What follows belongs to an exercise in optimizing a design on an open flow for small area; a production flow would make more cautious choices. Only simulation tests tie the RTL to the original design; equivalence was not proved. Power is estimated from default activity; no workload was simulated.

## run P
==> flow/design.v <==
package vga_gfx_pkg;
   localparam logic [5:0] ADDR_INTCFG  = 6'h01;
   localparam logic [5:0] ADDR_YPOS    = 6'h02;
   localparam logic [5:0] ADDR_CTRL    = 6'h03;
   localparam logic [5:0] ADDR_PALIDX  = 6'h05;
   localparam logic [5:0] ADDR_PALDATA = 6'h06;
   localparam logic [5:0] ADDR_STATUS  = 6'h07;
   localparam logic [1:0] WR_BYTE = 2'b00;
   localparam logic [1:0] WR_HALF = 2'b01;
   localparam logic [1:0] WR_WORD = 2'b10;
   localparam logic [1:0] WR_NONE = 2'b11;
   typedef logic [5:0] colour_t;
   typedef enum logic {
      SWAP_IDLE,
      SWAP_PENDING
   } swap_state_t;
   function automatic integer npix(input integer buf_words, input integer bpp);
      npix = buf_words * 32 / bpp;
   endfunction
endpackage
module vga_timing_gfx (
   input  logic        clk,
   input  logic        rst_n,
   output logic [10:0] x,
   output logic [4:0]  y_hi,
   output logic [5:0]  y_lo,
   output logic        hsync,
   output logic        vsync,
   output logic        blank
);
   logic [9:0] y;
   logic       x_end, y_end;
   assign x_end = x[10] & x[8] & (&x[5:0]);
   assign y_end = y[9] & y[8] & y[5] & y[2] & y[0];
   always_ff @(posedge clk) begin
      if (!rst_n) begin
         x <= '0;
         y <= '0;
      end else if (x_end) begin
         x <= '0;
         y <= y_end ? '0 : y + 10'd1;
      end else begin
         x <= x + 11'd1;
      end
   end
   always_comb begin
      y_hi  = {1'b0, y[9:6]};
      y_lo  = y[5:0];
      blank = x[10] | (y[9] & y[8]);
      hsync = !((x >= 11'd1048) && (x < 11'd1184));
      vsync = !((y >= 10'd771) && (y < 10'd777));
   end
endmodule
module vga_gfx_dbuf (
   input  logic        clk,
   input  logic        rst_n,
   input  logic        wr_en,
   input  logic [1:0]  wr_size,
   input  logic [3:0]  word,
   input  logic [31:0] wr_data,
   input  logic        rd_en,
   output logic [31:0] rd_data,
   input  logic        swap,
   input  logic [7:0]  pix,
   output logic [1:0]  pix_idx,
   output logic        front
);
   logic [31:0] mem [32];
   logic [31:0] wd;
   logic [31:0] en0, en1, en2;
   logic [31:0] bsel, fsel;
   logic [31:0] front_word;
   logic        back, lane1, lane2;
   assign back  = ~front;
   assign wd    = wr_data;
   assign lane1 = wr_size != vga_gfx_pkg::WR_BYTE;
   assign lane2 = wr_size == vga_gfx_pkg::WR_WORD;
   always_comb begin
      for (int k = 0; k < 32; k++) begin
         en0[k]  = !rst_n | (wr_en & (k[4] == back) & (word == k[3:0]));
         en1[k]  = !rst_n | (wr_en & lane1 & (k[4] == back) & (word == k[3:0]));
         en2[k]  = !rst_n | (wr_en & lane2 & (k[4] == back) & (word == k[3:0]));
         bsel[k] = rd_en & (k[4] == back) & (word == k[3:0]);
         fsel[k] = (k[4] == front) & (pix[7:4] == k[3:0]);
      end
   end
   always_ff @(posedge clk) begin
      for (int k = 0; k < 32; k++) begin
         if (en0[k]) mem[k][7:0]   <= wd[7:0];
         if (en1[k]) mem[k][15:8]  <= wd[15:8];
         if (en2[k]) mem[k][31:16] <= wd[31:16];
      end
   end
   always_ff @(posedge clk) begin
      if (!rst_n)    front <= 1'b0;
      else if (swap) front <= ~front;
   end
   logic [31:0] col [32];    
   always_comb begin
      for (int b = 0; b < 32; b++)
         for (int k = 0; k < 32; k++)
            col[b][k] = mem[k][b];
   end
   for (genvar b = 0; b < 32; b++) begin : g_rd
      vga_gfx_sel32 u_back  (.s(bsel), .d(col[b]), .y(rd_data[b]));
      vga_gfx_sel32 u_front (.s(fsel), .d(col[b]), .y(front_word[b]));
   end
   assign pix_idx = front_word[{pix[3:0], 1'b0} +: 2];
endmodule
module vga_gfx_sel32 (
   input  logic [31:0] s,
   input  logic [31:0] d,
   output logic        y
);
   logic [11:0] n;
   logic [2:0]  o;
   for (genvar g = 0; g < 10; g++) begin : g_aoi
      vga_gfx_aoi222 u_aoi (.a(s[3*g +: 3]), .b(d[3*g +: 3]), .y_n(n[g]));
   end
   vga_gfx_nand2 u_nand30 (.a({s[30], d[30]}), .y(n[10]));
   vga_gfx_nand2 u_nand31 (.a({s[31], d[31]}), .y(n[11]));
   vga_gfx_nand4 u_nand0 (.a(n[3:0]), .y(o[0]));
   vga_gfx_nand4 u_nand1 (.a(n[7:4]), .y(o[1]));
   vga_gfx_nand4 u_nand2 (.a(n[11:8]), .y(o[2]));
   assign y = |o;
endmodule
module vga_gfx_aoi222 (
   input  logic [2:0] a,
   input  logic [2:0] b,
   output logic       y_n
);
   assign y_n = ~|(a & b);
endmodule
module vga_gfx_nand4 (
   input  logic [3:0] a,
   output logic       y
);
   assign y = ~&a;
endmodule
module vga_gfx_nand2 (
   input  logic [1:0] a,
   output logic       y
);
   assign y = ~&a;
endmodule
module vga_gfx_pal_dbuf
#(
   parameter int unsigned BPP          = 2,
   parameter int unsigned BUF_WORDS    = 16,
   parameter int unsigned PIX_LOG2_RST = 2
) (
   input  logic        clk,
   input  logic        rst_n,
   input  logic [7:0]  ui_in,
   output logic [7:0]  uo_out,
   input  logic [5:0]  address,
   input  logic [31:0] data_in,
   input  logic [1:0]  data_write_n,
   input  logic [1:0]  data_read_n,
   output logic [31:0] data_out,
   output logic        data_ready,
   output logic        user_interrupt
);
   logic [10:0] vga_x;
   logic [4:0]  vga_y_hi;
   logic [5:0]  vga_y_lo;
   logic        hsync, vsync, blank;
   logic [7:0]  cfg;
   logic [1:0]  pix_log2;
   logic [1:0]  pal_idx;
   logic [5:0]  palette [4];
   logic [1:0]  idx_r;
   logic        hsync_r, vsync_r;
   logic        line_irq, swap_irq;
   logic        swap_pending, do_swap;
   logic        wr, rd, buf_sel, line_hit, status_clr, pix_ok;
   logic [7:0]  p;
   logic [1:0]  pix_idx;
   logic [31:0] back_word;
   logic        front;
   logic [5:0]  colour;
   logic        unused_ok;
   logic [31:0] wd;
   logic        cfg_en, pl_en, pal_en [4];
   assign unused_ok  = &{1'b0, ui_in};
   assign data_ready = 1'b1;
   vga_timing_gfx u_timing (
      .clk   (clk),
      .rst_n (rst_n),
      .x     (vga_x),
      .y_hi  (vga_y_hi),
      .y_lo  (vga_y_lo),
      .hsync (hsync),
      .vsync (vsync),
      .blank (blank)
   );
   vga_gfx_dbuf u_dbuf (
      .clk     (clk),
      .rst_n   (rst_n),
      .wr_en   (wr && buf_sel),
      .wr_size (data_write_n),
      .word    (address[5:2]),
      .wr_data (wd),
      .rd_en   (buf_sel),
      .rd_data (back_word),
      .swap    (do_swap),
      .pix     (p),
      .pix_idx (pix_idx),
      .front   (front)
   );
   always_comb begin
      wr         = (data_write_n != vga_gfx_pkg::WR_NONE);
      rd         = (data_read_n != 2'b11);
      buf_sel    = (address[1:0] == 2'b00);
      status_clr = rd && (address == vga_gfx_pkg::ADDR_STATUS);
      case (pix_log2)
         2'd0:    p = vga_x[7:0];
         2'd1:    p = vga_x[8:1];
         2'd2:    p = vga_x[9:2];
         default: p = vga_x[10:3];
      endcase
      case (pix_log2)
         2'd0:    pix_ok = vga_x[10:8] == 3'd0;
         2'd1:    pix_ok = vga_x[10:9] == 2'd0;
         default: pix_ok = !vga_x[10];
      endcase
      pix_ok     = pix_ok && !blank;
      line_hit   = cfg[6] && ((vga_y_lo[3:0] | cfg[3:0]) == 4'hF) &&
                   (vga_x == {cfg[5:4] == 2'b00, cfg[5:4], 8'h00});
      do_swap    = swap_pending && blank;
   end
   always_comb begin
      wd     = data_in & {32{rst_n}};
      cfg_en = !rst_n || (wr && address == vga_gfx_pkg::ADDR_INTCFG);
      pl_en  = !rst_n || (wr && address == vga_gfx_pkg::ADDR_CTRL);
      for (int i = 0; i < 4; i++)
         pal_en[i] = !rst_n || (wr && address == vga_gfx_pkg::ADDR_PALDATA && pal_idx == 2'(i));
   end
   always_ff @(posedge clk) begin
      if (cfg_en) cfg <= wd[7:0];
      if (pl_en)  pix_log2 <= wd[3:2] | ({2{!rst_n}} & 2'(PIX_LOG2_RST));
      for (int i = 0; i < 4; i++)
         if (pal_en[i]) palette[i] <= wd[5:0];
   end
   always_ff @(posedge clk) begin
      if (!rst_n) begin
         pal_idx      <= '0;
         idx_r        <= '0;
         hsync_r      <= 1'b0;
         vsync_r      <= 1'b0;
         line_irq     <= 1'b0;
         swap_irq     <= 1'b0;
         swap_pending <= 1'b0;
      end else begin
         if (wr && address == vga_gfx_pkg::ADDR_PALIDX)  pal_idx <= data_in[1:0];
         if (wr && address == vga_gfx_pkg::ADDR_PALDATA) pal_idx <= pal_idx + 1'b1;
         idx_r   <= pix_ok ? pix_idx : 2'b00;
         hsync_r <= hsync;
         vsync_r <= vsync;
         line_irq <= line_hit | (line_irq & ~status_clr);
         swap_irq <= (do_swap & cfg[7]) | (swap_irq & ~status_clr);
         if (swap_pending)
            swap_pending <= !blank;
         else if (wr && address == vga_gfx_pkg::ADDR_CTRL && data_in[0])
            swap_pending <= 1'b1;
      end
   end
   always_comb begin
      colour         = palette[idx_r];
      uo_out         = {hsync_r, colour[0], colour[2], colour[4],
                        vsync_r, colour[1], colour[3], colour[5]};
      user_interrupt = line_irq | swap_irq;
   end
   always_comb begin
      data_out = '0;
      case (address)
         vga_gfx_pkg::ADDR_INTCFG:  data_out[7:0] = cfg;
         vga_gfx_pkg::ADDR_YPOS:    data_out[13:0] = {vga_y_hi, 3'b0, vga_y_lo};
         vga_gfx_pkg::ADDR_CTRL:    data_out[5:0] = {front, swap_pending, pix_log2, 2'b00};
         vga_gfx_pkg::ADDR_PALIDX:  data_out[1:0] = pal_idx;
         vga_gfx_pkg::ADDR_PALDATA: data_out[5:0] = palette[pal_idx];
         vga_gfx_pkg::ADDR_STATUS:  data_out[1:0] = {swap_irq, line_irq};
         default: ;
      endcase
      data_out = data_out | back_word;
   end
endmodule
export LEC_CHECK = 0
export CAP_MARGIN = 15
export CORE_MARGIN = 2
export CORE_UTILIZATION = 78
export CTS_BUF_LIST = sky130_fd_sc_hd__clkbuf_8
export CTS_CLUSTER_DIAMETER = 60
export CTS_CLUSTER_SIZE = 16
export SLEW_MARGIN = 15
export SYNTH_HIERARCHICAL = 1
create_clock -name core_clock -period 15.0 [get_ports {clk}]
standard.sh (not shown) runs the stock make flow with config.mk's settings and CLKGATE_MAP_FILE= SYNTH_SCRIPT=/design/flow/synth_recipe.tcl, a recipe that flattens the netlist after the stock synthesis.
==> flow/flow/run.sh <==
#!/bin/bash
# Standard ORFS layout (the standard.sh, standard synthesis) with two
# changes: port buffers use the smallest buffer cell, and CTS inserts no
# dummy loads (sink clusters of up to 16, clkbuf_8 only).
set -euo pipefail
bash standard.sh \
  "BUFFER_PORTS_ARGS=-buffer_cell sky130_fd_sc_hd__buf_1" \
  "CTS_ARGS=-sink_clustering_enable -repair_clock_nets -dont_use_dummy_load -buf_list sky130_fd_sc_hd__clkbuf_8 -sink_clustering_size 16 -sink_clustering_max_diameter 60" \
  finish > flow.log 2>&1
Here is what was changed in the inputs of run Z compared with run P.
- changing CORE_UTILIZATION from 78 to 70
## What came out
On wire length of the first global-routing pass: between run Z and run P, it ends up higher for run P. The final reports for run Z and run P show via count lower in the former. The post-layout worst setup margin of run Z exceeds that of run P by 0.075 ns. Between run Z and run P, the power after layout figures differ only marginally.

[afterwards: timing with drivers on the ports]
The flow's constraints put no driver on any port. The routed layouts listed below were extracted and timed again, unchanged, in two steps. Step 1 (the two cells are an assumption about what drives the block):
set clk [get_ports {clk}]
set_driving_cell -lib_cell sky130_fd_sc_hd__clkbuf_16 $clk
set_driving_cell -lib_cell sky130_fd_sc_hd__buf_2 [delete_from_list [all_inputs] $clk]
Step 2 times the ports against the registers' clock, not the clock port: input delays grow and output delays shrink by t, the midpoint of the rising clock arrivals with the driver on. a / b / c = ideal ports / drivers / drivers and shift; a / b = the first two.
run	shift t [ns]	slack for setup (ns)	hold WS [ns]	latest minus earliest clock arrival (ns)	worst data-port slew with drivers (ns)
run P	0.782	4.990 / 4.964 / 4.964	0.516 / 0.516 / 0.516	0.070 / 0.070	0.13
run Z	0.780	5.066 / 5.034 / 5.034	0.495 / 0.495 / 0.495	0.085 / 0.085	0.11
After both steps every run listed still meets setup and hold. For run Z, which loses most, drivers alone change the setup slack by -0.032 ns; drivers and shift together by -0.032 ns.
